From an optimization exercise on the open Yosys and OpenROAD flow, aimed at small area and a short achievable clock period; shortcuts taken in it are not production practice.
Function was checked by simulation only, so behaviour that the tests miss may differ from the original.
The clock input has no modelled driver; a real chip could not lean on it and would need a root buffer or a full tree.
Power figures rest on the tool's default switching activity, not on a simulated workload.

## lane 1
Design core_top, start of the top module:
module core_top #(
  parameter int reset_pulse_cycles = 1048576
) (
  input  logic                          clk_74a,
  input  logic                          pll_core_locked,
  input  logic [core_pkg::bridge_w-1:0] bridge_addr,
  input  logic                          bridge_wr,
  input  logic [core_pkg::bridge_w-1:0] bridge_wr_data,
  input  logic [31:0]                   cont1_joy,
  input  logic [core_pkg::bridge_w-1:0] rtc_date,
  input  logic [core_pkg::bridge_w-1:0] rtc_time,
  input  logic [core_pkg::rgb_w-1:0]    rgb_in,
  input  logic                          de_in,
  input  logic                          vs_in,
  input  logic [core_pkg::chan_w-1:0]   snap_index,
  output logic                          core_reset,
  output logic [core_pkg::chan_w-1:0]   stick_x,
  output logic [core_pkg::chan_w-1:0]   stick_y,
  output logic [23:0]                   video_rgb,
  output logic                          video_de,
  output logic [core_pkg::rtc_w-1:0]    rtc_word
);
  logic [core_pkg::chan_w-1:0] deadzone;
  logic [core_pkg::chan_w-1:0] strength;
  logic                        square_pixels;
  core_settings_regs #(
    .reset_pulse_cycles(reset_pulse_cycles)
  ) i_settings (
    .clk_74a        (clk_74a),
    .pll_core_locked(pll_core_locked),
    .bridge_wr      (bridge_wr),
    .bridge_addr    (bridge_addr),
    .bridge_wr_data (bridge_wr_data),
    .core_reset     (core_reset),
  ...
Settings: LEC_CHECK=0, CAP_MARGIN=20, CORE_MARGIN=2, CORE_UTILIZATION=40, SLEW_MARGIN=20; clock period 18.0 ns.
standard.sh (not shown) runs the stock make flow with config.mk's settings and CLKGATE_MAP_FILE= SYNTH_SCRIPT=/design/flow/synth_recipe.tcl, a recipe that flattens the netlist after the stock synthesis.
==> flow/flow/run.sh <==
#!/bin/bash
# The standard layout (standard.sh), with these changes to how it is made:
# - the ports get the smallest buffer (buf_1) instead of the delay buffer
#   buffer_ports picks by itself;
# - after synthesis, polar.py removes inverters between adder cells by
#   flipping full adders (a full adder is self-dual), without touching the
#   registers or changing the logic function;
# - after global placement, the gate that makes core_reset gets its own
#   buffer on pll_core_locked (clone_reset_buf.tcl), apart from the reset tree;
# - after clock tree synthesis, its 17-buffer H-tree is replaced by a root
#   buffer and leaf buffers over k-means groups of the registers, as many
#   groups (from 8) as keep the estimated clock-pin slew under 95 ps
#   (post_cts.tcl, manual_cts.tcl);
# - timing repair aims for 10.3 ns of setup slack, well beyond the 18 ns
#   constraint, so that it shortens the critical paths.
# - the constant outputs share the tie cells synthesis made, instead of one
#   tie cell per output (SKIP_REPAIR_TIE_FANOUT).
# The constraints (constraint.sdc) and everything else are the standard flow's.
set -eo pipefail
export BUFFER_PORTS_ARGS="-buffer_cell sky130_fd_sc_hd__buf_1"
export SETUP_SLACK_MARGIN=10.3
export SKIP_REPAIR_TIE_FANOUT=1
export CTS_ARGS="-sink_clustering_enable -repair_clock_nets -buf_list sky130_fd_sc_hd__clkbuf_8 -dont_use_dummy_load"
export POST_CTS_TCL=$PWD/flow/post_cts.tcl
export MCTS_LEAVES=8
export MCTS_SLEW_TARGET=0.095
export MCTS_LEAF=sky130_fd_sc_hd__clkbuf_8
export MCTS_ROOT=sky130_fd_sc_hd__clkbuf_8
RES=$PWD/orfs/results/sky130hd/core_top/base
bash standard.sh $RES/1_2_yosys.v 2>&1 | tee standard_0.log
python3 flow/polar.py $RES/1_2_yosys.v $RES/1_2_yosys.v 2>&1 | tee polar.log
bash standard.sh $RES/3_3_place_gp.odb 2>&1 | tee standard_1.log
CLONE_ODB=$RES/3_3_place_gp.odb openroad -no_init -exit flow/clone_reset_buf.tcl 2>&1 | tee clone.log
bash standard.sh 2>&1 | tee standard_2.log
Other scripts of this flow, unchanged in this note and not shown: flow/flow/clone_reset_buf.tcl, flow/flow/manual_cts.tcl, flow/flow/polar.py, flow/flow/post_cts.tcl
Input changes introduced in lane 2 (baseline for comparison: lane 1):
--- a/flow/design.v
+++ b/flow/design.v
@@ -55,41 +55,23 @@
     end else begin
       if (pulse_lfsr == pulse_last) begin
         pulse_lfsr <= '0;
       end else begin
         pulse_lfsr <= {pulse_lfsr[18:0], pulse_lfsr[19] ^ pulse_lfsr[16]};
       end
       if (pulse_lfsr == '0) begin
         pulse_active <= 1'b0;
       end
     end
   end
-  if (reset_pulse_cycles != 1048576) begin : g_count
-    localparam int cnt_w = $clog2(reset_pulse_cycles + 1);
-    logic [cnt_w-1:0] pulse_count;
-    always_ff @(posedge clk_74a or negedge pll_core_locked) begin
-      if (!pll_core_locked) begin
-        pulse_count <= '0;
-      end else begin
-        if (pulse_count != '0) begin
-          pulse_count <= pulse_count - cnt_w'(1);
-        end
-        if (bridge_wr && bridge_addr == core_pkg::addr_reset_pulse) begin
-          pulse_count <= cnt_w'(reset_pulse_cycles);
-        end
-      end
-    end
-    assign core_reset = !pll_core_locked || (pulse_count != '0);
-  end else begin : g_lfsr_out
-    assign core_reset = !pll_core_locked || pulse_active;
-  end
+  assign core_reset = !pll_core_locked || pulse_active;
   logic [2:0] strength_g;
   logic [7:0] strength_raw;
   logic [7:0] strength_next;
   always_comb begin
     case (bridge_wr_data[6:0])
       7'd0: strength_g = 3'd0;
       7'd1: strength_g = 3'd0;
       7'd2: strength_g = 3'd0;
       7'd3: strength_g = 3'd0;
       7'd4: strength_g = 3'd0;
       7'd5: strength_g = 3'd0;
Comparing lane 2 against lane 1, there is no change at all in worst setup slack. Die area came out exactly the same in lane 1 and lane 2. On peak per-stage delay on the critical path, lane 1 and lane 2 are basically level. There was hardly any difference in share of the final layout cell area in multi-input gates between lane 2 and lane 1. In terms of post-CTS clock slew at the launch and capture registers of the worst setup and hold paths, lane 2 and lane 1 differ only marginally. Delta (lane 2 minus lane 1): post-synthesis net count held steady, signed area change from the synthesized netlist to the final layout held steady, net switching power held steady. Changes observed in lane 2 relative to lane 1: footprint of the multi-input gates essentially unchanged; power consumption essentially unchanged; width of the die essentially unchanged. From lane 1 to lane 2, final critical path time including I/O delays and setup did not move at all. Sequential-cell power consumption essentially unchanged between lane 2 and lane 1.
In every run of this note, the design's own scripts or RTL, not TritonCTS, make the clock network.

port drivers added, routing unchanged:
The results above use ideal ports. As a check the final layouts listed here were re-extracted and re-timed, cells and wires unchanged. Step 1 assumes that a clkbuf_16 drives the clock port and a buf_2 every other input. Step 2 moves the port delays by t, midway between the first and last clock arrival at a register: inputs arrive t later, outputs are due t later. That takes back most of the time a late clock gives input paths. a / b / c = ideal / step 1 / step 2; a / b = the first two.
| run | t, ns | setup slack, ns | pins driven straight from the clock port |
|---|---|---|---|
| lane 1 | 0.466 | 10.431 / 10.434 / 9.973 | 1 |
| lane 2 | 0.466 | 10.431 / 10.434 / 9.973 | 1 |
After both steps every run listed still meets setup and hold.
